From an optimization exercise on the open Yosys and OpenROAD flow, aimed at a short achievable clock period and few clock cycles; shortcuts taken in it are not production practice. The RTL was checked by simulation tests, not by an equivalence proof against the original design. No activity file was given, so power comes from the tool's default toggle rates.

`design/flow/design.v`:
```
`default_nettype none
package rv_pipe_pkg;
    typedef logic [32-1:0]   word_t;
    typedef logic [5-1:0] reg_addr_t;
    typedef logic [2:0]            funct3_t;
    typedef enum logic [6:0] {
        OPC_OP     = 7'b0110011,
        OPC_OP_IMM = 7'b0010011,
        OPC_LUI    = 7'b0110111,
        OPC_AUIPC  = 7'b0010111,
        OPC_LOAD   = 7'b0000011,
        OPC_STORE  = 7'b0100011,
        OPC_BRANCH = 7'b1100011,
        OPC_JAL    = 7'b1101111
    } opcode_e;
    typedef enum logic [3:0] {
        ALU_ADD,
        ALU_SUB,
        ALU_SLL,
        ALU_SLT,
        ALU_SLTU,
        ALU_XOR,
        ALU_SRL,
        ALU_SRA,
        ALU_OR,
        ALU_AND,
        ALU_PASS_B
    } alu_op_e;
    typedef struct packed {
        logic    valid;
        logic    rd_we;
        logic    is_load;
        logic    is_store;
        logic    is_branch;
        logic    is_jal;
        logic    op_a_pc;
        logic    op_b_imm;
        alu_op_e alu_op;
    } ctrl_t;
    typedef struct packed {
        ctrl_t     ctrl;
        word_t     pc;
        word_t     rs1_val;
        word_t     rs2_val;
        reg_addr_t rs1;
        reg_addr_t rs2;
        reg_addr_t rd;
        word_t     imm;
        funct3_t   funct3;
    } id_ex_t;
    typedef struct packed {
        logic      valid;
        logic      rd_we;
        logic      is_load;
        logic      is_store;
        funct3_t   funct3;
        reg_addr_t rd;
        word_t     alu_res;
        word_t     st_data;
        word_t     pc;
    } ex_mem_t;
    typedef struct packed {
        logic      valid;
        word_t     pc;
        logic      rd_we;
        reg_addr_t rd;
        word_t     rd_data;
    } retire_t;
    typedef struct packed {
        logic  taken;
        word_t target;
    } redirect_t;
    typedef struct packed {
        logic      we;
        reg_addr_t rd;
        word_t     data;
    } wb_t;
endpackage
`default_nettype wire
`timescale 1ns/1ps
`default_nettype none
module rv_pipe (
    input  wire logic        clk_i,
    input  wire logic        rst_ni,
    input  wire logic [31:0] imem_data_i,
    output logic [31:0]      imem_addr_o,
    output logic             insn_vld_o,
    output logic [31:0]      pc_debug_o,
    output logic [70:0]      retire_o
);
    localparam int BTB_N  = 32;
    localparam int BTB_IW = 5;
    function automatic logic [31:0] ks_add(input logic [31:0] a, input logic [31:0] b,
                                           input logic cin);
        logic [31:0] p;
        logic [31:0] g;
        logic [31:0] pp;
        logic [31:0] gg;
        p  = a ^ b;
        g  = a & b;
        gg = g;
        pp = p;
        gg[0] = g[0] | (p[0] & cin);
        for (int d = 1; d < 32; d = d * 2) begin
            for (int i = 31; i >= d; i--) begin
                gg[i] = gg[i] | (pp[i] & gg[i-d]);
                pp[i] = pp[i] & pp[i-d];
            end
        end
        ks_add = p ^ {gg[30:0], cin};
    endfunction
    function automatic logic [1:0] cmp31(input logic [30:0] a, input logic [30:0] b);
        logic [31:0] lt;
        logic [31:0] eq;
        lt = {1'b0, ~a & b};
        eq = {1'b1, ~(a ^ b)};
        for (int d = 1; d < 32; d = d * 2) begin
            for (int i = 0; i + d < 32; i = i + 2 * d) begin
                lt[i] = lt[i+d] | (eq[i+d] & lt[i]);
                eq[i] = eq[i+d] & eq[i];
            end
        end
        cmp31 = {lt[0], eq[0]};
    endfunction
    logic [31:0] pc_q;
    logic [31:0] pcn_q;
    logic [31:0] pc_next;
    logic        d_vld_q;
    logic [31:0] d_pc_q;
    logic [31:0] d_ir_q;
    logic        d_hit_q;
    logic [7:0]  d_cls_q;
    logic        e_vld_q;
    logic [31:0] e_pc_q;
    logic        e_rd_we_q;
    logic [4:0]  e_rd_q;
    logic [31:0] e_a_q;
    logic [31:0] e_b_q;
    logic [31:0] e_st_q;
    logic        e_sel_add_q;
    logic        e_sel_sub_q;
    logic        e_sel_slt_q;
    logic        e_sel_sltu_q;
    logic        e_sel_xor_q;
    logic        e_sel_or_q;
    logic        e_sel_and_q;
    logic        e_sel_sll_q;
    logic        e_sel_sr_q;
    logic        e_sra_q;
    logic        e_sel_cst_q;
    logic        e_sel_ld_q;
    logic [31:0] e_cst_q;
    logic        e_is_br_q;
    logic        e_is_jal_q;
    logic [2:0]  e_f3_q;
    logic        e_pred_q;
    logic        e_hit_q;
    logic        e_br_vld_q;
    logic        e_c_eq_q;
    logic        e_c_lt_q;
    logic        e_c_ltu_q;
    logic        e_c_inv_q;
    logic        e_br_k_q;
    logic [31:0] e_fix_q;
    logic [31:0] e_tgt_q;
    logic [31:0] e_link_q;
    logic        e_is_st_q;
    logic [7:0]  e_addr_q;
    logic        w_vld_q;
    logic [31:0] w_pc_q;
    logic        w_rd_we_q;
    logic [4:0]  w_rd_q;
    logic [31:0] w_data_q;
    logic [31:0] regs_q [32];
    logic [31:0] dmem_q [64];
    logic             btb_vld_q [BTB_N];
    logic [26:0]      btb_tag_q [BTB_N];
    logic [31:0]      btb_tgt_q [BTB_N];
    logic             bu_jal_q;
    logic             bu_br_q;
    logic             bu_hit_q;
    logic             bu_cond_q;
    logic             bu_inv_cond_q;
    logic             bu_take;
    logic             bu_we;
    logic             bu_inv;
    logic [BTB_IW-1:0] bu_idx_q;
    logic [26:0]      bu_tag_q;
    logic [31:0]      bu_tgt_q;
    logic [26:0] f_tag;
    logic        f_hit;
    logic [31:0] f_btb_tgt;
    assign f_tag = {pc_q[31:7], pc_q[1:0]};
    always_comb begin
        f_hit     = 1'b0;
        f_btb_tgt = '0;
        for (int i = 0; i < BTB_N; i++) begin
            if (btb_vld_q[i] && (btb_tag_q[i] == f_tag) && (pc_q[6:2] == BTB_IW'(i))) begin
                f_hit     = 1'b1;
                f_btb_tgt = f_btb_tgt | btb_tgt_q[i];
            end
        end
    end
    logic [6:0]  d_opc;
    logic [2:0]  d_f3;
    logic [4:0]  d_rs1;
    logic [4:0]  d_rs2;
    logic [4:0]  d_rd;
    logic        d_is_op;
    logic        d_is_opi;
    logic        d_is_lui;
    logic        d_is_auipc;
    logic        d_is_ld;
    logic        d_is_st;
    logic        d_is_br;
    logic        d_is_jal;
    logic        d_rd_we;
    logic [31:0] d_imm_i;
    logic [31:0] d_imm_s;
    logic [31:0] d_imm_b;
    logic [31:0] d_imm_u;
    logic [31:0] d_imm_j;
    logic [31:0] d_tgt;
    logic [31:0] d_link;
    logic [31:0] d_rs1_val;
    logic [31:0] d_rs2_val;
    logic [7:0]  d_addr_imm;
    logic [7:0]  d_addr;
    logic        d_static_taken;
    logic        d_redirect;
    logic        d_stall;
    logic        d_fwd_a;
    logic        d_fwd_b;
    logic        e_writes;
    assign d_opc = d_ir_q[6:0];
    assign d_f3  = d_ir_q[14:12];
    assign d_rs1 = d_ir_q[19:15];
    assign d_rs2 = d_ir_q[24:20];
    assign d_rd  = d_ir_q[11:7];
    assign d_is_op    = d_cls_q[0];
    assign d_is_opi   = d_cls_q[1];
    assign d_is_lui   = d_cls_q[2];
    assign d_is_auipc = d_cls_q[3];
    assign d_is_ld    = d_cls_q[4];
    assign d_is_st    = d_cls_q[5];
    assign d_is_br    = d_cls_q[6];
    assign d_is_jal   = d_cls_q[7];
    assign d_rd_we    = (d_is_op || d_is_opi || d_is_lui || d_is_auipc || d_is_ld || d_is_jal) &&
                        (d_rd != 5'd0);
    assign d_imm_i = {{20{d_ir_q[31]}}, d_ir_q[31:20]};
    assign d_imm_s = {{20{d_ir_q[31]}}, d_ir_q[31:25], d_ir_q[11:7]};
    assign d_imm_b = {{19{d_ir_q[31]}}, d_ir_q[31], d_ir_q[7], d_ir_q[30:25], d_ir_q[11:8], 1'b0};
    assign d_imm_u = {d_ir_q[31:12], 12'b0};
    assign d_imm_j = {{11{d_ir_q[31]}}, d_ir_q[31], d_ir_q[19:12], d_ir_q[20], d_ir_q[30:21], 1'b0};
    logic [31:0] d_tgt_j;
    logic [31:0] d_tgt_b;
    logic [31:0] d_auipc;
    assign d_tgt_j = d_pc_q + d_imm_j;
    assign d_tgt_b = d_pc_q + d_imm_b;
    assign d_auipc = d_pc_q + d_imm_u;
    assign d_tgt   = d_is_jal ? d_tgt_j : d_tgt_b;
    assign d_link  = d_pc_q + 32'd4;
    function automatic logic [31:0] rf_read(input logic [4:0] a);
        logic [31:0] v;
        if (a == 5'd0) begin
            v = '0;
        end else if (w_rd_we_q && (w_rd_q == a)) begin
            v = w_data_q;
        end else begin
            v = regs_q[a];
        end
        rf_read = v;
    endfunction
    assign d_rs1_val = rf_read(d_rs1);
    assign d_rs2_val = rf_read(d_rs2);
    assign d_addr_imm = d_is_st ? {d_ir_q[27:25], d_ir_q[11:7]} : d_ir_q[27:20];
    assign d_addr     = d_rs1_val[7:0] + d_addr_imm;
    assign d_static_taken = d_is_jal || (d_is_br && d_ir_q[31] && (d_f3[2:1] != 2'b01));
    assign d_redirect     = d_vld_q && d_static_taken && !d_hit_q;
    assign e_writes = e_vld_q && e_rd_we_q;
    assign d_stall = d_vld_q && (d_is_ld || d_is_st) && e_writes && (e_rd_q == d_rs1);
    assign d_fwd_a  = e_writes && (e_rd_q == d_rs1);
    assign d_fwd_b  = e_writes && (e_rd_q == d_rs2);
    logic [31:0] ea;
    logic [31:0] eb;
    logic [31:0] e_sum;
    logic [32:0] e_diff;
    logic        e_lt;
    logic        e_ltu;
    logic        e_eq;
    logic [31:0] e_sll;
    logic [31:0] e_sr;
    logic [31:0] e_ld_word;
    logic [7:0]  e_ld_byte;
    logic [15:0] e_ld_half;
    logic [31:0] e_ld;
    logic [31:0] e_res;
    logic        e_take;
    logic        e_mispred;
    logic [31:0] e_fix_pc;
    logic [3:0]  e_be;
    logic [31:0] e_wdata;
    assign ea = e_a_q;
    assign eb = e_b_q;
    logic [31:0] e_sd;
    assign e_sd = e_st_q;
    logic [1:0]  e_cmp_lo;
    logic        e_same_sign;
    logic        e_cond;
    assign e_sum  = ks_add(ea, eb, 1'b0);
    assign e_diff = {1'b0, ks_add(ea, ~eb, 1'b1)};
    assign e_cmp_lo    = cmp31(ea[30:0], eb[30:0]);
    assign e_same_sign = !(ea[31] ^ eb[31]);
    assign e_ltu  = (!ea[31] && eb[31]) || (e_same_sign && e_cmp_lo[1]);
    assign e_lt   = (ea[31] && !eb[31]) || (e_same_sign && e_cmp_lo[1]);
    assign e_eq   = e_same_sign && e_cmp_lo[0];
    assign e_sll  = ea << eb[4:0];
    assign e_sr   = 32'($signed({e_sra_q & ea[31], ea}) >>> eb[4:0]);
    assign e_ld_word = dmem_q[e_addr_q[7:2]];
    assign e_ld_byte = e_ld_word[8*e_addr_q[1:0] +: 8];
    assign e_ld_half = e_addr_q[1] ? e_ld_word[31:16] : e_ld_word[15:0];
    always_comb begin
        case (e_f3_q)
            3'b000:  e_ld = {{24{e_ld_byte[7]}}, e_ld_byte};
            3'b001:  e_ld = {{16{e_ld_half[15]}}, e_ld_half};
            3'b100:  e_ld = {24'b0, e_ld_byte};
            3'b101:  e_ld = {16'b0, e_ld_half};
            default: e_ld = e_ld_word;
        endcase
    end
    assign e_res = ({32{e_sel_add_q}}  & e_sum) |
                   ({32{e_sel_sub_q}}  & e_diff[31:0]) |
                   ({32{e_sel_slt_q}}  & {31'b0, e_lt}) |
                   ({32{e_sel_sltu_q}} & {31'b0, e_ltu}) |
                   ({32{e_sel_xor_q}}  & (ea ^ eb)) |
                   ({32{e_sel_or_q}}   & (ea | eb)) |
                   ({32{e_sel_and_q}}  & (ea & eb)) |
                   ({32{e_sel_sll_q}}  & e_sll) |
                   ({32{e_sel_sr_q}}   & e_sr) |
                   ({32{e_sel_cst_q}}  & e_cst_q) |
                   ({32{e_sel_ld_q}}   & e_ld);
    assign e_cond    = (e_c_eq_q && e_eq) || (e_c_lt_q && e_lt) || (e_c_ltu_q && e_ltu);
    assign e_take    = e_cond ^ e_c_inv_q;
    assign e_mispred = e_br_vld_q && (e_cond ^ e_br_k_q);
    assign e_fix_pc  = e_fix_q;
    always_comb begin
        case (e_f3_q[1:0])
            2'b00: begin
                e_be    = 4'b0001 << e_addr_q[1:0];
                e_wdata = {4{e_sd[7:0]}};
            end
            2'b01: begin
                e_be    = e_addr_q[1] ? 4'b1100 : 4'b0011;
                e_wdata = {2{e_sd[15:0]}};
            end
            default: begin
                e_be    = 4'b1111;
                e_wdata = e_sd;
            end
        endcase
    end
    always_ff @(posedge clk_i) begin
        if (e_vld_q && e_is_st_q) begin
            for (int i = 0; i < 4; i++) begin
                if (e_be[i]) begin
                    dmem_q[e_addr_q[7:2]][8*i +: 8] <= e_wdata[8*i +: 8];
                end
            end
        end
    end
    always_comb begin
        if (e_mispred) begin
            pc_next = e_fix_pc;
        end else if (d_redirect) begin
            pc_next = d_tgt;
        end else if (d_stall) begin
            pc_next = pc_q;
        end else begin
            pc_next = f_hit ? f_btb_tgt : (pc_q + 32'd4);
        end
    end
    always_ff @(posedge clk_i or negedge rst_ni) begin
        if (!rst_ni) begin
            pc_q  <= 32'h0000_0000;
            pcn_q <= 32'hffff_ffff;
        end else begin
            pc_q  <= pc_next;
            pcn_q <= ~pc_next;
        end
    end
    always_ff @(posedge clk_i or negedge rst_ni) begin
        if (!rst_ni) begin
            d_vld_q <= 1'b0;
        end else if (e_mispred || d_redirect) begin
            d_vld_q <= 1'b0;
        end else if (!d_stall) begin
            d_vld_q <= 1'b1;
        end
    end
    always_ff @(posedge clk_i) begin
        if (!d_stall) begin
            d_pc_q <= pc_q;
            d_ir_q <= imem_data_i;
            d_hit_q <= f_hit;
            d_cls_q <= {imem_data_i[6:0] == 7'b1101111,
                        imem_data_i[6:0] == 7'b1100011,
                        imem_data_i[6:0] == 7'b0100011,
                        imem_data_i[6:0] == 7'b0000011,
                        imem_data_i[6:0] == 7'b0010111,
                        imem_data_i[6:0] == 7'b0110111,
                        imem_data_i[6:0] == 7'b0010011,
                        imem_data_i[6:0] == 7'b0110011};
        end
    end
    always_ff @(posedge clk_i or negedge rst_ni) begin
        if (!rst_ni) begin
            e_vld_q    <= 1'b0;
            e_br_vld_q <= 1'b0;
        end else begin
            e_vld_q    <= d_vld_q && !e_mispred && !d_stall;
            e_br_vld_q <= d_vld_q && !e_mispred && !d_stall && d_is_br;
        end
    end
    always_ff @(posedge clk_i) begin
        e_pc_q       <= d_pc_q;
        e_rd_we_q    <= d_rd_we;
        e_rd_q       <= d_rd;
        e_a_q        <= d_fwd_a ? e_res : d_rs1_val;
        e_b_q        <= d_is_opi ? d_imm_i : (d_fwd_b ? e_res : d_rs2_val);
        e_st_q       <= d_fwd_b ? e_res : d_rs2_val;
        e_sel_add_q  <= (d_is_op && d_f3 == 3'b000 && !d_ir_q[30]) || (d_is_opi && d_f3 == 3'b000);
        e_sel_sub_q  <= d_is_op && d_f3 == 3'b000 && d_ir_q[30];
        e_sel_slt_q  <= (d_is_op || d_is_opi) && d_f3 == 3'b010;
        e_sel_sltu_q <= (d_is_op || d_is_opi) && d_f3 == 3'b011;
        e_sel_xor_q  <= (d_is_op || d_is_opi) && d_f3 == 3'b100;
        e_sel_or_q   <= (d_is_op || d_is_opi) && d_f3 == 3'b110;
        e_sel_and_q  <= (d_is_op || d_is_opi) && d_f3 == 3'b111;
        e_sel_sll_q  <= (d_is_op || d_is_opi) && d_f3 == 3'b001;
        e_sel_sr_q   <= (d_is_op || d_is_opi) && d_f3 == 3'b101;
        e_sra_q      <= d_ir_q[30];
        e_sel_cst_q  <= d_is_lui || d_is_auipc || d_is_jal;
        e_sel_ld_q   <= d_is_ld;
        e_cst_q      <= d_is_lui ? d_imm_u : (d_is_auipc ? d_auipc : d_link);
        e_is_br_q    <= d_is_br;
        e_is_jal_q   <= d_is_jal;
        e_f3_q       <= d_f3;
        e_pred_q     <= d_hit_q || d_static_taken;
        e_hit_q      <= d_hit_q;
        e_c_eq_q     <= d_f3[2:1] == 2'b00;
        e_c_lt_q     <= d_f3[2:1] == 2'b10;
        e_c_ltu_q    <= d_f3[2:1] == 2'b11;
        e_c_inv_q    <= d_f3[0] && (d_f3[2:1] != 2'b01);
        e_br_k_q     <= (d_f3[0] && (d_f3[2:1] != 2'b01)) ^ (d_hit_q || d_static_taken);
        e_fix_q      <= (d_hit_q || d_static_taken) ? d_link : d_tgt;
        e_tgt_q      <= d_tgt;
        e_link_q     <= d_link;
        e_is_st_q    <= d_is_st;
        e_addr_q     <= d_addr;
    end
    always_ff @(posedge clk_i or negedge rst_ni) begin
        if (!rst_ni) begin
            w_vld_q   <= 1'b0;
            w_rd_we_q <= 1'b0;
        end else begin
            w_vld_q   <= e_vld_q;
            w_rd_we_q <= e_vld_q && e_rd_we_q;
        end
    end
    always_ff @(posedge clk_i) begin
        w_pc_q    <= e_pc_q;
        w_rd_q    <= e_rd_q;
        w_data_q  <= e_res;
    end
    always_ff @(posedge clk_i) begin
        if (w_rd_we_q) begin
            regs_q[w_rd_q] <= w_data_q;
        end
    end
    always_ff @(posedge clk_i or negedge rst_ni) begin
        if (!rst_ni) begin
            bu_jal_q <= 1'b0;
            bu_br_q  <= 1'b0;
        end else begin
            bu_jal_q <= e_vld_q && e_is_jal_q && !e_hit_q;
            bu_br_q  <= e_br_vld_q;
        end
    end
    always_ff @(posedge clk_i) begin
        bu_hit_q      <= e_hit_q;
        bu_cond_q     <= e_cond;
        bu_inv_cond_q <= e_c_inv_q;
        bu_idx_q <= e_pc_q[6:2];
        bu_tag_q <= {e_pc_q[31:7], e_pc_q[1:0]};
        bu_tgt_q <= e_tgt_q;
    end
    assign bu_take = bu_cond_q ^ bu_inv_cond_q;
    assign bu_we   = bu_jal_q || (bu_br_q && bu_take && !bu_hit_q);
    assign bu_inv  = bu_br_q && !bu_take && bu_hit_q;
    always_ff @(posedge clk_i or negedge rst_ni) begin
        if (!rst_ni) begin
            for (int i = 0; i < BTB_N; i++) begin
                btb_vld_q[i] <= 1'b0;
            end
        end else begin
            for (int i = 0; i < BTB_N; i++) begin
                if ((bu_we || bu_inv) && (bu_idx_q == BTB_IW'(i))) begin
                    btb_vld_q[i] <= bu_we;
                end
            end
        end
    end
    always_ff @(posedge clk_i) begin
        for (int i = 0; i < BTB_N; i++) begin
            if (bu_we && (bu_idx_q == BTB_IW'(i))) begin
                btb_tag_q[i] <= bu_tag_q;
                btb_tgt_q[i] <= bu_tgt_q;
            end
        end
    end
    logic        r_vld_q;
    logic [31:0] r_pc_q;
    logic        r_rd_we_q;
    logic [4:0]  r_rd_q;
    logic [31:0] r_data_q;
    always_ff @(posedge clk_i or negedge rst_ni) begin
        if (!rst_ni) begin
            r_vld_q <= 1'b0;
        end else begin
            r_vld_q <= w_vld_q;
        end
    end
    always_ff @(posedge clk_i) begin
        r_pc_q    <= w_pc_q;
        r_rd_we_q <= w_rd_we_q;
        r_rd_q    <= w_rd_q;
        r_data_q  <= w_data_q;
    end
    assign imem_addr_o = ~pcn_q;
    assign retire_o    = {r_vld_q, r_pc_q, r_rd_we_q, r_rd_q, r_data_q};
    assign insn_vld_o  = r_vld_q;
    assign pc_debug_o  = r_pc_q;
endmodule
`default_nettype wire
```
`design/flow/run.sh`:
```
#!/bin/bash
# synth_recipe.tcl (not shown) runs the flow's synth.tcl, then flattens the netlist and writes it again
# the make line also repeats each setting of config.mk as NAME=value (left out here)
make -C /OpenROAD-flow-scripts/flow DESIGN_CONFIG=/design/flow/config.mk WORK_HOME=/design/flow/orfs CLKGATE_MAP_FILE= SYNTH_SCRIPT=/design/flow/synth_recipe.tcl finish
```
`design/flow/config.mk`:
```
export PLATFORM = sky130hd
export DESIGN_NAME = rv_pipe
export DESIGN_NICKNAME = rv_pipe
export VERILOG_FILES = /design/flow/design.v
export SDC_FILE = /design/flow/constraint.sdc
export NUM_CORES = 4
export LEC_CHECK = 0
export ABC_CLOCK_PERIOD_IN_PS = 2500
export CAP_MARGIN = 20
export CORE_MARGIN = 2
export CORE_UTILIZATION = 40
export SETUP_SLACK_MARGIN = 5.0
export SLEW_MARGIN = 20
export TNS_END_PERCENT = 100
```
`design/flow/constraint.sdc`:
```
create_clock -name core_clock -period 8.0 [get_ports {clk_i}]
set_input_delay 1.6000 -clock core_clock [delete_from_list [all_inputs] [get_ports {clk_i}]]
set_output_delay 1.6000 -clock core_clock [all_outputs]
set_load 0.01 [all_outputs]
```
==> results of run 1 <==
==> flip-flops by register name, indices dropped and copies added, names as in the netlist, 32 cells and up, named ones only <==
signal and count:
btb_tag_q 859, btb_tgt_q 997, btb_vld_q 32, d_pc_q 32
dmem_q 2048, e_a_q 32, e_b_q 32, e_cst_q 32
e_st_q 32, e_tgt_q 32, pcn_q 32, r_data_q 32
r_pc_q 32, regs_q 1024, w_data_q 32
==> synth_stat cells (138+ instances only) <==
cell / count
a22oi_1: 272
xor2_1: 146
nor2_1: 718
mux2i_1: 331
mux2_2: 194
dfxtp_1: 442
buf_1: 138
ha_1: 192
nand3_1: 201
edfxtp_1: 4994
inv_1: 275
nand2_1: 586
nand4_1: 415
xnor2_1: 833
a221oi_1: 352
a21oi_1: 321
o21ai_0: 386
a22o_1: 148
mux4_2: 858
nor3_1: 144
o22ai_1: 165
clkbuf_1: 464
==> cells by family (layout without fill, tap and decap cells) <==
kind of cell	Yosys count	count (layout)
compound gates	2382	2382
other cells	0	39
mux	1400	1400
fa+ha+maj	197	197
flops	5540	5540
simple gates	2701	2732
xor+xnor	979	979
buf+inv	1213	3093
==> cell type report <==
cell class | instances | area [um2] | share of cell area
Multi-Input combinational cell | 7690 | 77500 | 0.267
Timing Repair Buffer | 1738 | 21100 | 0.0726
Tap cell | 7782 | 9740 | 0.0335
Clock inverter | 301 | 2840 | 0.00978
Timing Repair inverter | 6 | 57.6 | 0.000198
Clock buffer | 764 | 15900 | 0.0546
Inverter | 284 | 1200 | 0.00413
Sequential cell | 5540 | 162000 | 0.558
Antenna cell | 39 | 97.6 | 0.000336
==> worst max-delay path by stage <==
stage,to,from,slack [ns],depth (start not counted)
finish,e_st_q[31]$_DFF_P_,e_addr_q[4]$_DFF_P_,3.73,13
global route,e_b_q[13]$_DFF_P_,e_addr_q[3]$_DFF_P_,3.84,17
CTS,e_addr_q[7]$_DFF_P_,flip-flop,3.94,17
detailed placement,e_b_q[20]$_DFF_P_,e_addr_q[2]$_DFF_P_,2.15,11
global placement,e_b_q[20]$_DFF_P_,e_addr_q[4]$_DFF_P_,2.14,10
floorplan,btb_tag_q[16][0]$_DFFE_PP_,bu_cond_q$_DFF_P_,4.09,5
==> power by group <==
group / leakage [uW] / internal (uW) / switching (uW)
Sequential: 0.0503 / 34500 / 2430
Clock: 0.00911 / 15100 / 11800
Combinational: 0.0361 / 11100 / 17900
==> stage by stage <==
stage               std cells  cell area (um2)  power, uW   util
floorplan               14400           237000      47500      -
global placement        21900           247000      56900  0.422
detailed placement      21900           247000      57000  0.422
CTS                     23900           285000      90200  0.488
global route            24100           290000      94100  0.496
finish                  24100           290000      92800  0.496
==> per-layer routing <==
metal / vias up / share of wire
li1: 60900 / -
met1: 80600 / 0.36
met2: 12500 / 0.43
met3: 2815 / 0.14
met4: 38 / 0.070
met5: - / 0.00068
==> what timing repair did <==
action	4_1_cts	5_1_grt
setup buffers	818	208
gates resized for setup	2750	526
gates cloned	117	13
pin swaps	422	308
setup endpoints to repair	3472	2147
==> cell usage in the layout (no fill, tap or decap), types with 78 or more instances in the layout <==
| cell type | instances |
|---|---|
| xnor2_1 | 765 |
| nand2_1 | 503 |
| buf_12 | 258 |
| a221oi_2 | 97 |
| clkinv_1 | 119 |
| buf_4 | 897 |
| xor2_1 | 120 |
| clkinv_2 | 82 |
| ha_1 | 144 |
| a221o_1 | 88 |
| dfxtp_1 | 245 |
| buf_16 | 78 |
| a22oi_1 | 250 |
| o22ai_1 | 136 |
| nor2_1 | 373 |
| mux4_2 | 858 |
| buf_6 | 338 |
| a221oi_1 | 245 |
| a222oi_1 | 82 |
| nor2_4 | 298 |
| mux2i_1 | 298 |
| a21oi_1 | 275 |
| clkbuf_16 | 609 |
| mux2_2 | 155 |
| edfxtp_1 | 4994 |
| dfxtp_2 | 135 |
| clkbuf_1 | 139 |
| inv_1 | 196 |
| nor3_1 | 82 |
| a22o_1 | 145 |
| o21ai_0 | 278 |
| nand3_1 | 173 |
| nand4_1 | 415 |
==> out/metrics.yaml, run 1 <==
cap_violations: 0
via_per_inst: 6.50
finalWirelength_mm: 933
async_flop_share: 0.0188
fin_ws_ns: 3.73
period_needed_ns: 4.27
synth.area.top_cells: "edfxtp_1 (64%), mux4_2 (8.2%), dfxtp_1 (3.8%)"
holdWs_ns: 0.317
path_delay_family: "compound AO/OA/AOI/OAI gates"
start_util: 0.401
syn-instance-count: 14400
yosysWarnings: 4
period_share: 0.534
hold_path.startpoint: "e_tgt_q[15]$_DFF_P_"
dp_slack_ns: 2.15
relSlewSlack: 0.171
syn-num-nets: 14600
drc: 0
holdPathStages: 0
worstSetupPathType: "reg -> reg"
r2r_slack_ns: 3.73
synth.distinct_cells: 114
crit_fanout: 7
slowest_stage: "nor4_4"
ys_seq_area_frac: 0.688
yosys.area_share.simple: 0.0587
dpl.hpwl_mm: 517
r2r_cells: 13
critical_path_arrival_ns: 5.18
synth_edf_count: 4994
busiest_layer: "met2"
grtUsageTotal: 0.303
cp-start-kind: "flip-flop"
drive_gt1_frac: 0.330
clk-insertion-delay-late_ns: 1.16
worstPathCellList: "buf_6 > buf_12 > buf_16 > mux2_4 > a221o_1 > a22oi_2 > o2bb2ai_4 > nor4_4 > a2111oi_4 > o311a_4 > or3_4 > a221oi_4 > o22ai_1"
r2r-start: "e_addr_q[4]$_DFF_P_"
grt_pass1_vias: 148000
clk_pin_slew_ns: 0.06
die_h_um: 770
grt_max_degree: 97
timing.rr.end: "e_st_q[31]$_DFF_P_"
met1_usage: 0.404
synth_top_area_cell: "edfxtp_1"
p_leak_uw: 0.0955
drt-pass1-iter-count: 7
yosys.area_share.xor_xnor: 0.0366
vdd_ir_drop_max_v: 0.000287
cts_buffers: 587
vias: 157000
clk_path_buf_depth: 4
synth_top_family_by_area: "multiplexers"
critPathRequiredTime_ns: 8.91
ant_nets: 0
power_per_cell_area_nw_per_um2: 320
cts_hold_buf: 0
drtIter0Drc: 25900
final_nets: 16100
finalSetupTns_ns: 0
gp_congestion: 1.00
cts_tree: "built"
path_buf_inv: 3
cts_sinks: 5540
root_buffer: "clkbuf_16"
setup_viol: 0
drt-wirelength-per-cell_um: 38.6
hold_path_end: "bu_tgt_q[15]$_DFF_P_"
grt-ovfl-total: 0
io_buffers: 169
syn_area_per_cell_um2: 16.3
dieArea_um2: 593000
status: "no timing/DRC/antenna violations"
cp_slowest_stage_delay_ns: 0.80
hold_viol: 0
synth_compound_area_frac: 0.0742
h-tree-depth: 6
synth.area.mux_share: 0.107
rsz0062_at_grt: "yes"
synth-seq-cells: 5540
cp-end-kind: "flip-flop"
use_met3: 0.0941
antenna_found_initial: 57
ios: 170
area_growth_pct: 23.8
max_freq_ghz: 0.234
core-area_um2: 585000
dominantRegCellSynth: "edfxtp_1"
worst_slew_pin_slew_ns: 1.24
netlist_area_um2: 235000
clock_skew_ns: 0.111
hold_path_class: "reg -> reg"
drv_slew: 0
synth_top_area_frac: 0.639
gr-usage-met2: 0.443
fp.dieW_um: 770
rows: 281
grt_pass1_wl_mm: 1250
yosys.area_share.adder: 0.0107
fillers: 47900
Testbench counts, summed over its fixed seeds: cycles 21,292.
==> inputs of run 2 (changes only) <==
--- a/design/flow/design.v
+++ b/design/flow/design.v
@@ -88,8 +88,8 @@
     output logic [31:0]      pc_debug_o,
     output logic [70:0]      retire_o
 );
-    localparam int BTB_N  = 32;
-    localparam int BTB_IW = 5;
+    localparam int BTB_N  = 16;
+    localparam int BTB_IW = 4;
     function automatic logic [31:0] ks_add(input logic [31:0] a, input logic [31:0] b,
                                            input logic cin);
         logic [31:0] p;
@@ -109,6 +109,25 @@
         end
         ks_add = p ^ {gg[30:0], cin};
     endfunction
+    function automatic logic [63:0] sum_dec(input logic [5:0] a, input logic [5:0] b,
+                                            input logic cin);
+        logic [63:0] oh;
+        logic        m;
+        logic        c;
+        for (int k = 0; k < 64; k++) begin
+            m = 1'b1;
+            for (int i = 0; i < 6; i++) begin
+                if (i == 0) begin
+                    c = cin;
+                end else begin
+                    c = (a[i-1] & b[i-1]) | ((a[i-1] | b[i-1]) & !k[i-1]);
+                end
+                m = m & ((a[i] ^ b[i] ^ k[i]) == c);
+            end
+            oh[k] = m;
+        end
+        sum_dec = oh;
+    endfunction
     function automatic logic [1:0] cmp31(input logic [30:0] a, input logic [30:0] b);
         logic [31:0] lt;
         logic [31:0] eq;
@@ -130,12 +149,22 @@
     logic [31:0] d_ir_q;
     logic        d_hit_q;
     logic [7:0]  d_cls_q;
+    logic [31:0] d_rs1_oh_q;
+    logic [31:0] d_rs2_oh_q;
+    logic        d_byp1_q;
+    logic        d_byp2_q;
+    logic        d_fwd1_q;
+    logic        d_fwd2_q;
     logic        e_vld_q;
     logic [31:0] e_pc_q;
     logic        e_rd_we_q;
     logic [4:0]  e_rd_q;
     logic [31:0] e_a_q;
     logic [31:0] e_b_q;
+    logic [31:0] e_an_q;
+    logic [31:0] e_bn_q;
+    logic [31:0] e_s_q;
+    logic [4:0]  e_sh_q;
     logic [31:0] e_st_q;
     logic        e_sel_add_q;
     logic        e_sel_sub_q;
@@ -148,7 +177,6 @@
     logic        e_sel_sr_q;
     logic        e_sra_q;
     logic        e_sel_cst_q;
-    logic        e_sel_ld_q;
     logic [31:0] e_cst_q;
     logic        e_is_br_q;
     logic        e_is_jal_q;
@@ -166,6 +194,15 @@
     logic [31:0] e_link_q;
     logic        e_is_st_q;
     logic [7:0]  e_addr_q;
+    logic [63:0] e_wsel_q;       
+    logic [63:0] e_swsel_q;      
+    logic [3:0]  e_ls0_q;        
+    logic        e_ls1_l1_q;     
+    logic        e_ls1_l3_q;     
+    logic        e_ls2_q;        
+    logic [3:0]  e_lsg_q;        
+    logic        e_lfill1_q;     
+    logic        e_lfill2_q;     
     logic        w_vld_q;
     logic [31:0] w_pc_q;
     logic        w_rd_we_q;
@@ -174,9 +211,8 @@
     logic [31:0] regs_q [32];
     logic [31:0] dmem_q [64];
     logic             btb_vld_q [BTB_N];
-    logic [26:0]      btb_tag_q [BTB_N];
+    logic [27:0]      btb_tag_q [BTB_N];
     logic [31:0]      btb_tgt_q [BTB_N];
-    logic             bu_jal_q;
     logic             bu_br_q;
     logic             bu_hit_q;
     logic             bu_cond_q;
@@ -185,22 +221,41 @@
     logic             bu_we;
     logic             bu_inv;
     logic [BTB_IW-1:0] bu_idx_q;
-    logic [26:0]      bu_tag_q;
+    logic [27:0]      bu_tag_q;
     logic [31:0]      bu_tgt_q;
-    logic [26:0] f_tag;
+    logic [27:0] f_tag;
     logic        f_hit;
     logic [31:0] f_btb_tgt;
-    assign f_tag = {pc_q[31:7], pc_q[1:0]};
+    assign f_tag = {pc_q[31:6], pc_q[1:0]};
     always_comb begin
         f_hit     = 1'b0;
         f_btb_tgt = '0;
         for (int i = 0; i < BTB_N; i++) begin
-            if (btb_vld_q[i] && (btb_tag_q[i] == f_tag) && (pc_q[6:2] == BTB_IW'(i))) begin
+            if (btb_vld_q[i] && (btb_tag_q[i] == f_tag) && (pc_q[5:2] == BTB_IW'(i))) begin
                 f_hit     = 1'b1;
                 f_btb_tgt = f_btb_tgt | btb_tgt_q[i];
             end
         end
     end
+    logic        f_is_jal;
+    logic        f_is_br;
+    logic        f_static;
+    logic [31:0] f_imm_j;
+    logic [31:0] f_imm_b;
+    logic [31:0] f_tgt_j;
+    logic [31:0] f_tgt_b;
+    logic [31:0] f_tgt;
+    assign f_is_jal = (imem_data_i[6:0] == 7'b1101111);
+    assign f_is_br  = (imem_data_i[6:0] == 7'b1100011);
+    assign f_static = f_is_jal ||
+                      (f_is_br && imem_data_i[31] && (imem_data_i[14:13] != 2'b01));
+    assign f_imm_j  = {{11{imem_data_i[31]}}, imem_data_i[31], imem_data_i[19:12],
+                       imem_data_i[20], imem_data_i[30:21], 1'b0};
+    assign f_imm_b  = {{19{imem_data_i[31]}}, imem_data_i[31], imem_data_i[7],
+                       imem_data_i[30:25], imem_data_i[11:8], 1'b0};
+    assign f_tgt_j  = pc_q + f_imm_j;
+    assign f_tgt_b  = pc_q + f_imm_b;
+    assign f_tgt    = ({32{f_is_jal}} & f_tgt_j) | ({32{!f_is_jal}} & f_tgt_b);
     logic [6:0]  d_opc;
     logic [2:0]  d_f3;
     logic [4:0]  d_rs1;
@@ -260,27 +315,55 @@
     assign d_auipc = d_pc_q + d_imm_u;
     assign d_tgt   = d_is_jal ? d_tgt_j : d_tgt_b;
     assign d_link  = d_pc_q + 32'd4;
-    function automatic logic [31:0] rf_read(input logic [4:0] a);
+    function automatic logic [31:0] rf_read(input logic byp, input logic [31:0] oh);
         logic [31:0] v;
-        if (a == 5'd0) begin
-            v = '0;
-        end else if (w_rd_we_q && (w_rd_q == a)) begin
+        v = '0;
+        for (int i = 1; i < 32; i++) begin
+            v = v | ({32{oh[i]}} & regs_q[i]);
+        end
+        if (byp) begin
             v = w_data_q;
-        end else begin
-            v = regs_q[a];
         end
         rf_read = v;
     endfunction
-    assign d_rs1_val = rf_read(d_rs1);
-    assign d_rs2_val = rf_read(d_rs2);
+    assign d_rs1_val = rf_read(d_byp1_q, d_rs1_oh_q);
+    assign d_rs2_val = rf_read(d_byp2_q, d_rs2_oh_q);
     assign d_addr_imm = d_is_st ? {d_ir_q[27:25], d_ir_q[11:7]} : d_ir_q[27:20];
     assign d_addr     = d_rs1_val[7:0] + d_addr_imm;
+    logic        d_addr_c2;
+    logic [63:0] d_wsel;
+    assign d_addr_c2 = (d_rs1_val[1] & d_addr_imm[1]) |
+                       ((d_rs1_val[1] ^ d_addr_imm[1]) & d_rs1_val[0] & d_addr_imm[0]);
+    assign d_wsel    = sum_dec(d_rs1_val[7:2], d_addr_imm[7:2], d_addr_c2);
     assign d_static_taken = d_is_jal || (d_is_br && d_ir_q[31] && (d_f3[2:1] != 2'b01));
-    assign d_redirect     = d_vld_q && d_static_taken && !d_hit_q;
+    assign d_redirect     = 1'b0;
     assign e_writes = e_vld_q && e_rd_we_q;
     assign d_stall = d_vld_q && (d_is_ld || d_is_st) && e_writes && (e_rd_q == d_rs1);
-    assign d_fwd_a  = e_writes && (e_rd_q == d_rs1);
-    assign d_fwd_b  = e_writes && (e_rd_q == d_rs2);
+    assign d_fwd_a  = d_fwd1_q;
+    assign d_fwd_b  = d_fwd2_q;
+    logic [4:0] x_rs1;
+    logic [4:0] x_rs2;
+    assign x_rs1 = d_stall ? d_rs1 : imem_data_i[19:15];
+    assign x_rs2 = d_stall ? d_rs2 : imem_data_i[24:20];
+    always_ff @(posedge clk_i) begin
+        d_byp1_q <= e_writes && (e_rd_q == x_rs1);
+        d_byp2_q <= e_writes && (e_rd_q == x_rs2);
+        d_fwd1_q <= !d_stall && d_vld_q && d_rd_we && (d_rd == imem_data_i[19:15]);
+        d_fwd2_q <= !d_stall && d_vld_q && d_rd_we && (d_rd == imem_data_i[24:20]);
+    end
+    logic [31:0] e_res;
+    logic [31:0] d_op_a;
+    logic        d_ld_word;
+    logic        d_ld_half;
+    logic        d_ld_sgn;
+    assign d_ld_word = d_f3[1];
+    assign d_ld_half = !d_f3[1] && d_f3[0];
+    assign d_ld_sgn  = !d_f3[2];
+    logic        d_is_shift;
+    assign d_is_shift = (d_is_op || d_is_opi) && (d_f3[1:0] == 2'b01);
+    logic [31:0] d_op_b;
+    assign d_op_a = d_fwd_a ? e_res : d_rs1_val;
+    assign d_op_b = d_is_opi ? d_imm_i : (d_fwd_b ? e_res : d_rs2_val);
     logic [31:0] ea;
     logic [31:0] eb;
     logic [31:0] e_sum;
@@ -291,17 +374,22 @@
     logic [31:0] e_sll;
     logic [31:0] e_sr;
     logic [31:0] e_ld_word;
-    logic [7:0]  e_ld_byte;
-    logic [15:0] e_ld_half;
     logic [31:0] e_ld;
-    logic [31:0] e_res;
     logic        e_take;
     logic        e_mispred;
     logic [31:0] e_fix_pc;
     logic [3:0]  e_be;
     logic [31:0] e_wdata;
-    assign ea = e_a_q;
-    assign eb = e_b_q;
+    logic [31:0] ec_a;
+    logic [31:0] ec_b;
+    logic [31:0] es_a;
+    logic [4:0]  es_sh;
+    assign ea    = e_a_q;
+    assign eb    = e_b_q;
+    assign ec_a  = ~e_an_q;
+    assign ec_b  = ~e_bn_q;
+    assign es_a  = e_s_q;
+    assign es_sh = e_sh_q;
     logic [31:0] e_sd;
     assign e_sd = e_st_q;
     logic [1:0]  e_cmp_lo;
@@ -309,36 +397,37 @@
     logic        e_cond;
     assign e_sum  = ks_add(ea, eb, 1'b0);
     assign e_diff = {1'b0, ks_add(ea, ~eb, 1'b1)};
-    assign e_cmp_lo    = cmp31(ea[30:0], eb[30:0]);
-    assign e_same_sign = !(ea[31] ^ eb[31]);
-    assign e_ltu  = (!ea[31] && eb[31]) || (e_same_sign && e_cmp_lo[1]);
-    assign e_lt   = (ea[31] && !eb[31]) || (e_same_sign && e_cmp_lo[1]);
+    assign e_cmp_lo    = cmp31(ec_a[30:0], ec_b[30:0]);
+    assign e_same_sign = !(ec_a[31] ^ ec_b[31]);
+    assign e_ltu  = (!ec_a[31] && ec_b[31]) || (e_same_sign && e_cmp_lo[1]);
+    assign e_lt   = (ec_a[31] && !ec_b[31]) || (e_same_sign && e_cmp_lo[1]);
     assign e_eq   = e_same_sign && e_cmp_lo[0];
-    assign e_sll  = ea << eb[4:0];
-    assign e_sr   = 32'($signed({e_sra_q & ea[31], ea}) >>> eb[4:0]);
-    assign e_ld_word = dmem_q[e_addr_q[7:2]];
-    assign e_ld_byte = e_ld_word[8*e_addr_q[1:0] +: 8];
-    assign e_ld_half = e_addr_q[1] ? e_ld_word[31:16] : e_ld_word[15:0];
+    assign e_sll  = es_a << es_sh;
+    assign e_sr   = 32'($signed({e_sra_q & es_a[31], es_a}) >>> es_sh);
     always_comb begin
-        case (e_f3_q)
-            3'b000:  e_ld = {{24{e_ld_byte[7]}}, e_ld_byte};
-            3'b001:  e_ld = {{16{e_ld_half[15]}}, e_ld_half};
-            3'b100:  e_ld = {24'b0, e_ld_byte};
-            3'b101:  e_ld = {16'b0, e_ld_half};
-            default: e_ld = e_ld_word;
-        endcase
+        e_ld_word = '0;
+        for (int k = 0; k < 64; k++) begin
+            e_ld_word = e_ld_word | ({32{e_wsel_q[k]}} & dmem_q[k]);
+        end
     end
+    logic e_ld_sign;
+    assign e_ld_sign  = |(e_lsg_q & {e_ld_word[31], e_ld_word[23], e_ld_word[15], e_ld_word[7]});
+    assign e_ld[7:0]  = ({8{e_ls0_q[0]}} & e_ld_word[7:0])   | ({8{e_ls0_q[1]}} & e_ld_word[15:8]) |
+                        ({8{e_ls0_q[2]}} & e_ld_word[23:16]) | ({8{e_ls0_q[3]}} & e_ld_word[31:24]);
+    assign e_ld[15:8] = ({8{e_ls1_l1_q}} & e_ld_word[15:8]) | ({8{e_ls1_l3_q}} & e_ld_word[31:24]) |
+                        {8{e_lfill1_q & e_ld_sign}};
+    assign e_ld[31:16] = ({16{e_ls2_q}} & e_ld_word[31:16]) | {16{e_lfill2_q & e_ld_sign}};
     assign e_res = ({32{e_sel_add_q}}  & e_sum) |
                    ({32{e_sel_sub_q}}  & e_diff[31:0]) |
                    ({32{e_sel_slt_q}}  & {31'b0, e_lt}) |
                    ({32{e_sel_sltu_q}} & {31'b0, e_ltu}) |
-                   ({32{e_sel_xor_q}}  & (ea ^ eb)) |
-                   ({32{e_sel_or_q}}   & (ea | eb)) |
-                   ({32{e_sel_and_q}}  & (ea & eb)) |
+                   ({32{e_sel_xor_q}}  & (ec_a ^ ec_b)) |
+                   ({32{e_sel_or_q}}   & (ec_a | ec_b)) |
+                   ({32{e_sel_and_q}}  & (ec_a & ec_b)) |
                    ({32{e_sel_sll_q}}  & e_sll) |
                    ({32{e_sel_sr_q}}   & e_sr) |
                    ({32{e_sel_cst_q}}  & e_cst_q) |
-                   ({32{e_sel_ld_q}}   & e_ld);
+                   e_ld;
     assign e_cond    = (e_c_eq_q && e_eq) || (e_c_lt_q && e_lt) || (e_c_ltu_q && e_ltu);
     assign e_take    = e_cond ^ e_c_inv_q;
     assign e_mispred = e_br_vld_q && (e_cond ^ e_br_k_q);
@@ -360,10 +449,12 @@
         endcase
     end
     always_ff @(posedge clk_i) begin
-        if (e_vld_q && e_is_st_q) begin
-            for (int i = 0; i < 4; i++) begin
-                if (e_be[i]) begin
-                    dmem_q[e_addr_q[7:2]][8*i +: 8] <= e_wdata[8*i +: 8];
+        for (int k = 0; k < 64; k++) begin
+            if (e_vld_q && e_swsel_q[k]) begin
+                for (int i = 0; i < 4; i++) begin
+                    if (e_be[i]) begin
+                        dmem_q[k][8*i +: 8] <= e_wdata[8*i +: 8];
+                    end
                 end
             end
         end
@@ -376,7 +467,7 @@
         end else if (d_stall) begin
             pc_next = pc_q;
         end else begin
-            pc_next = f_hit ? f_btb_tgt : (pc_q + 32'd4);
+            pc_next = f_static ? f_tgt : (f_hit ? f_btb_tgt : (pc_q + 32'd4));
         end
     end
     always_ff @(posedge clk_i or negedge rst_ni) begin
@@ -402,6 +493,8 @@
             d_pc_q <= pc_q;
             d_ir_q <= imem_data_i;
             d_hit_q <= f_hit;
+            d_rs1_oh_q <= (32'd1 << imem_data_i[19:15]) & ~32'd1;
+            d_rs2_oh_q <= (32'd1 << imem_data_i[24:20]) & ~32'd1;
             d_cls_q <= {imem_data_i[6:0] == 7'b1101111,
                         imem_data_i[6:0] == 7'b1100011,
                         imem_data_i[6:0] == 7'b0100011,
@@ -425,8 +518,12 @@
         e_pc_q       <= d_pc_q;
         e_rd_we_q    <= d_rd_we;
         e_rd_q       <= d_rd;
-        e_a_q        <= d_fwd_a ? e_res : d_rs1_val;
-        e_b_q        <= d_is_opi ? d_imm_i : (d_fwd_b ? e_res : d_rs2_val);
+        e_a_q        <= d_op_a;
+        e_b_q        <= d_op_b;
+        e_an_q       <= ~d_op_a;
+        e_bn_q       <= ~d_op_b;
+        e_s_q        <= d_is_shift ? d_op_a : 32'd0;
+        e_sh_q       <= d_is_shift ? d_op_b[4:0] : 5'd0;
         e_st_q       <= d_fwd_b ? e_res : d_rs2_val;
         e_sel_add_q  <= (d_is_op && d_f3 == 3'b000 && !d_ir_q[30]) || (d_is_opi && d_f3 == 3'b000);
         e_sel_sub_q  <= d_is_op && d_f3 == 3'b000 && d_ir_q[30];
@@ -439,7 +536,6 @@
         e_sel_sr_q   <= (d_is_op || d_is_opi) && d_f3 == 3'b101;
         e_sra_q      <= d_ir_q[30];
         e_sel_cst_q  <= d_is_lui || d_is_auipc || d_is_jal;
-        e_sel_ld_q   <= d_is_ld;
         e_cst_q      <= d_is_lui ? d_imm_u : (d_is_auipc ? d_auipc : d_link);
         e_is_br_q    <= d_is_br;
         e_is_jal_q   <= d_is_jal;
@@ -456,6 +552,19 @@
         e_link_q     <= d_link;
         e_is_st_q    <= d_is_st;
         e_addr_q     <= d_addr;
+        e_wsel_q     <= d_is_ld ? d_wsel : 64'd0;
+        e_swsel_q    <= d_is_st ? d_wsel : 64'd0;
+        e_ls0_q      <= d_ld_word ? 4'b0001 :
+                        d_ld_half ? (d_addr[1] ? 4'b0100 : 4'b0001) :
+                        (4'b0001 << d_addr[1:0]);
+        e_ls1_l1_q   <= d_ld_word || (d_ld_half && !d_addr[1]);
+        e_ls1_l3_q   <= d_ld_half && d_addr[1];
+        e_ls2_q      <= d_ld_word;
+        e_lsg_q      <= d_ld_word || !d_ld_sgn ? 4'b0000 :
+                        d_ld_half ? (d_addr[1] ? 4'b1000 : 4'b0010) :
+                        (4'b0001 << d_addr[1:0]);
+        e_lfill1_q   <= d_ld_sgn && !d_ld_word && !d_ld_half;
+        e_lfill2_q   <= d_ld_sgn && !d_ld_word;
     end
     always_ff @(posedge clk_i or negedge rst_ni) begin
         if (!rst_ni) begin
@@ -478,10 +587,8 @@
     end
     always_ff @(posedge clk_i or negedge rst_ni) begin
         if (!rst_ni) begin
-            bu_jal_q <= 1'b0;
             bu_br_q  <= 1'b0;
         end else begin
-            bu_jal_q <= e_vld_q && e_is_jal_q && !e_hit_q;
             bu_br_q  <= e_br_vld_q;
         end
     end
@@ -489,12 +596,12 @@
         bu_hit_q      <= e_hit_q;
         bu_cond_q     <= e_cond;
         bu_inv_cond_q <= e_c_inv_q;
-        bu_idx_q <= e_pc_q[6:2];
-        bu_tag_q <= {e_pc_q[31:7], e_pc_q[1:0]};
+        bu_idx_q <= e_pc_q[5:2];
+        bu_tag_q <= {e_pc_q[31:6], e_pc_q[1:0]};
         bu_tgt_q <= e_tgt_q;
     end
     assign bu_take = bu_cond_q ^ bu_inv_cond_q;
-    assign bu_we   = bu_jal_q || (bu_br_q && bu_take && !bu_hit_q);
+    assign bu_we   = bu_br_q && bu_take && !bu_hit_q;
     assign bu_inv  = bu_br_q && !bu_take && bu_hit_q;
     always_ff @(posedge clk_i or negedge rst_ni) begin
         if (!rst_ni) begin
==> run 2 against run 1 <==
Effect of this change: routed wire length is 4.3% lower; synthesized cell count shrank 10%; die area down 17%; sequential power decreased by 12%; synthesized area decreased by 17%; critical path type unchanged; via count fell by 6.2%; critical endpoint is now e_b_q[27]$_DFF_P_; largest power group unchanged.
==> out/metrics.yaml, run 2 <==
status: "no timing/DRC/antenna violations"
max_freq_ghz: 0.247
root_buffer: "clkbuf_16"
start_util: 0.401
switching_share: 0.301
rows: 256
finalSetupTns_ns: 0
hold_path_end: "w_pc_q[20]$_DFF_P_"
r2r_cells: 13
clk_pin_slew_ns: 0.06
critical_path_arrival_ns: 5.05
clock_skew_ns: 0.0946
p_seq_frac: 0.461
critPathRequiredTime_ns: 9.00
grt-ovfl-total: 0
grt_pass1_vias: 136000
drtIter0Drc: 29300
finalWirelength_mm: 893
setup_viol: 0
cp-start-kind: "flip-flop"
core-area_um2: 485000
p_int_uw: 49000
dpl.hpwl_mm: 514
synth.distinct_cells: 103
cts_tree: "built"
cts_sinks: 4865
met1_usage: 0.433
period_share: 0.507
final_cell_mix: "edfxtp_1 (4112), a22o_1 (863), buf_4 (855)"
yosysWarnings: 5
cts_hold_buf: 0
synth.area.top_cells: "edfxtp_1 (63%), dfxtp_1 (6.8%), a221oi_1 (4.1%)"
timing.rr.end: "e_b_q[27]$_DFF_P_"
vdd_ir_drop_max_v: 0.000277
rsz0062_at_grt: "yes"
drc: 0
antenna_found_initial: 65
drive_gt1_frac: 0.277
grt_max_degree: 69
drt-pass1-iter-count: 13
grtUsageTotal: 0.349
worstSetupPathType: "reg -> reg"
die_h_um: 702
synth_top_area_cell: "edfxtp_1"
p_leak_uw: 0.0835
largest_register_ffs: 2048
async_flop_share: 0.0179
fp.dieW_um: 702
power_switching_uw: 21100
holdPathStages: 0
drv_slew: 0
syn-num-nets: 13300
fillers: 39900
hold_viol: 0
period_needed_ns: 4.05
r2r-start: "e_wsel_q[18]$_SDFF_PN0_"
synth-seq-cells: 4865
use_met3: 0.136
synth_edf_count: 4112
layout_commonest_cell: "edfxtp_1"
h-tree-depth: 6
gr-usage-met2: 0.500
clock_power_share: 0.346
yosys-top-cells-count: "edfxtp_1 (4112), a221oi_1 (912), nor2_1 (874), a22o_1 (872), dfxtp_1 (666)"
grt_pass1_wl_mm: 1180
ant_nets: 0
netlist_area_um2: 195000
area_growth_pct: 25.7
io_buffers: 169
dieArea_um2: 492000
busiest_layer: "met2"
yosysMostFrequentCell: "edfxtp_1"
hold_path.startpoint: "e_pc_q[20]$_DFF_P_"
cap_violations: 0
drt-wirelength-per-cell_um: 42.1
clk_path_buf_depth: 4
gp_congestion: 0.983
ys_seq_area_frac: 0.714
crit_fanout: 17
stdcell_count: 21200
final_nets: 14600
multi_input_area_um2: 61200
worst_slew_pin_slew_ns: 1.30
power_per_cell_area_nw_per_um2: 286
place_inst: 19400
dominantRegCellSynth: "edfxtp_1"
synth_top_area_frac: 0.634
cp-end-kind: "flip-flop"
comb_power_share: 0.193
hold_path_class: "reg -> reg"
via_per_inst: 6.94
holdWs_ns: 0.316
clk-insertion-delay-late_ns: 1.15
r2r_slack_ns: 3.95
cts_buffers: 519
regArea_um2: 140000
utilization: 0.504
ios: 170
vias: 147000
syn_area_per_cell_um2: 15.0
syn-instance-count: 13000
relSlewSlack: 0.131
-- run 2: cell types whose count changed after synthesis, moves of 200 or more --
cell,change
a221oi_1,+560
xnor2_1,-282
mux4_2,-795
edfxtp_1,-882
dfxtp_1,+224
a22o_1,+724
nand2_1,-200
mux2i_1,-220
a22oi_1,+205
-- run 2: how the worst max path moves through the flow --
stage                                  from            endpoint  slack [ns]  cells after the start
global placement            imem_data_i[30]  pc_q[31]$_DFF_PN0_        2.01                     13
global route        e_wsel_q[18]$_SDFF_PN0_   e_b_q[27]$_DFF_P_        3.98                     13
detailed placement          imem_data_i[29]  pc_q[30]$_DFF_PN0_        2.11                     13
finish              e_wsel_q[18]$_SDFF_PN0_   e_b_q[27]$_DFF_P_        3.95                     13
CTS                      pc_q[14]$_DFF_PN0_  pc_q[31]$_DFF_PN0_        3.99                     14
floorplan                    imem_data_i[8]  pc_q[31]$_DFF_PN0_        3.51                     13
-- run 2: power groups by stage --
stage                     clock, uW  sequential (uW)  combinational [uW]
after floorplan                   0            31500                5530
after global placement            0            33000                9430
after detailed placement          0            33000                9470
after CTS                     24100            32200               12200
after global routing          25100            32300               13900
final                         24200            32300               13500
-- run 2: cell families (layout without fill, tap and decap cells) --
| logic type | after synthesis | in the layout | share of synthesized area |
|---|---|---|---|
| AND/OR/NAND/NOR | 2466 | 2475 | 0.0630 |
| AO/OA/AOI/OAI | 3425 | 3425 | 0.138 |
| other | 0 | 37 | 0 |
| XOR/XNOR | 617 | 617 | 0.0278 |
| buffers and inverters | 1083 | 2832 | 0.0227 |
| adder cells (fa/ha/maj) | 274 | 274 | 0.0178 |
| flip-flops | 4865 | 4865 | 0.714 |
| multiplexers | 228 | 228 | 0.0161 |
-- run 2: metrics by stage --
stage / worst slack (ns) / cell area (um2) / total power, uW
after floorplan: 3.51 / 195000 / 37000
after global placement: 2.01 / 207000 / 42400
after detailed placement: 2.11 / 207000 / 42500
after CTS: 3.99 / 240000 / 68400
after global routing: 3.98 / 245000 / 71300
final: 3.95 / 245000 / 70000
-- run 2: cell type report --
class	instances	share of cell area
timing repair buffer	1586	0.0724
tap	6450	0.0330
antenna	37	0.000379
multi-input combinational	7019	0.250
timing repair inverter	1	0.0000358
sequential	4865	0.570
clock inverter	236	0.00988
inverter	315	0.00524
clock buffer	694	0.0586
-- run 2: timing repair --
action	4_1_cts	5_1_grt
setup endpoints to repair	1668	1234
gates resized for setup	2786	541
buffers inserted	657	152
pin swaps	519	257
cloned	50	5
-- run 2: metal layers --
| metal | part of all wire | wire length, um |
|---|---|---|
| met5 | 0.00035 | 317 |
| met4 | 0.091 | 80900 |
| met3 | 0.16 | 144000 |
| met2 | 0.41 | 369000 |
| met1 | 0.33 | 299000 |
-- run 2: critical path, cell delays in order (launching register included) --
cell	delay (ns)
dfxtp_4	0.36
buf_4	0.28
a22o_1	0.29
a221oi_1	0.26
nand4_1	0.18
or4_4	0.70
a22o_4	0.31
o21ai_4	0.25
buf_6	0.15
and4b_2	0.28
o211a_1	0.15
o211ai_1	0.24
a21o_1	0.29
o21a_1	0.18
Testbench counts of run 2, summed over its fixed seeds: cycles 20,926.

==> re-timing with driven ports <==
Ports are ideal in the flow. The routed layouts listed here were re-timed in OpenROAD. Step 1: set_driving_cell puts a clkbuf_16 on clk_i and a buf_2 on each other input, an assumption about the parent block. Step 2 moves the port delays by t, midway between the first and last clock arrival at a register: inputs arrive t later, outputs are due t later. That takes back most of the time a late clock gives input paths. a / b / c = ideal ports / drivers / drivers and shift; a / b = the first two.
| run | t, ns | setup WS [ns] | slew at the worst register clock pin (ns) |
|---|---|---|---|
| run 1 | 1.230 | 3.725 / 3.725 / 3.725 | 0.07 / 0.07 |
| run 2 | 1.231 | 3.946 / 3.946 / 2.875 | 0.07 / 0.07 |
After both steps setup and hold are still met in every run listed. For run 2, which loses most, drivers alone change the setup slack by 0.000 ns; drivers and shift together by -1.071 ns.
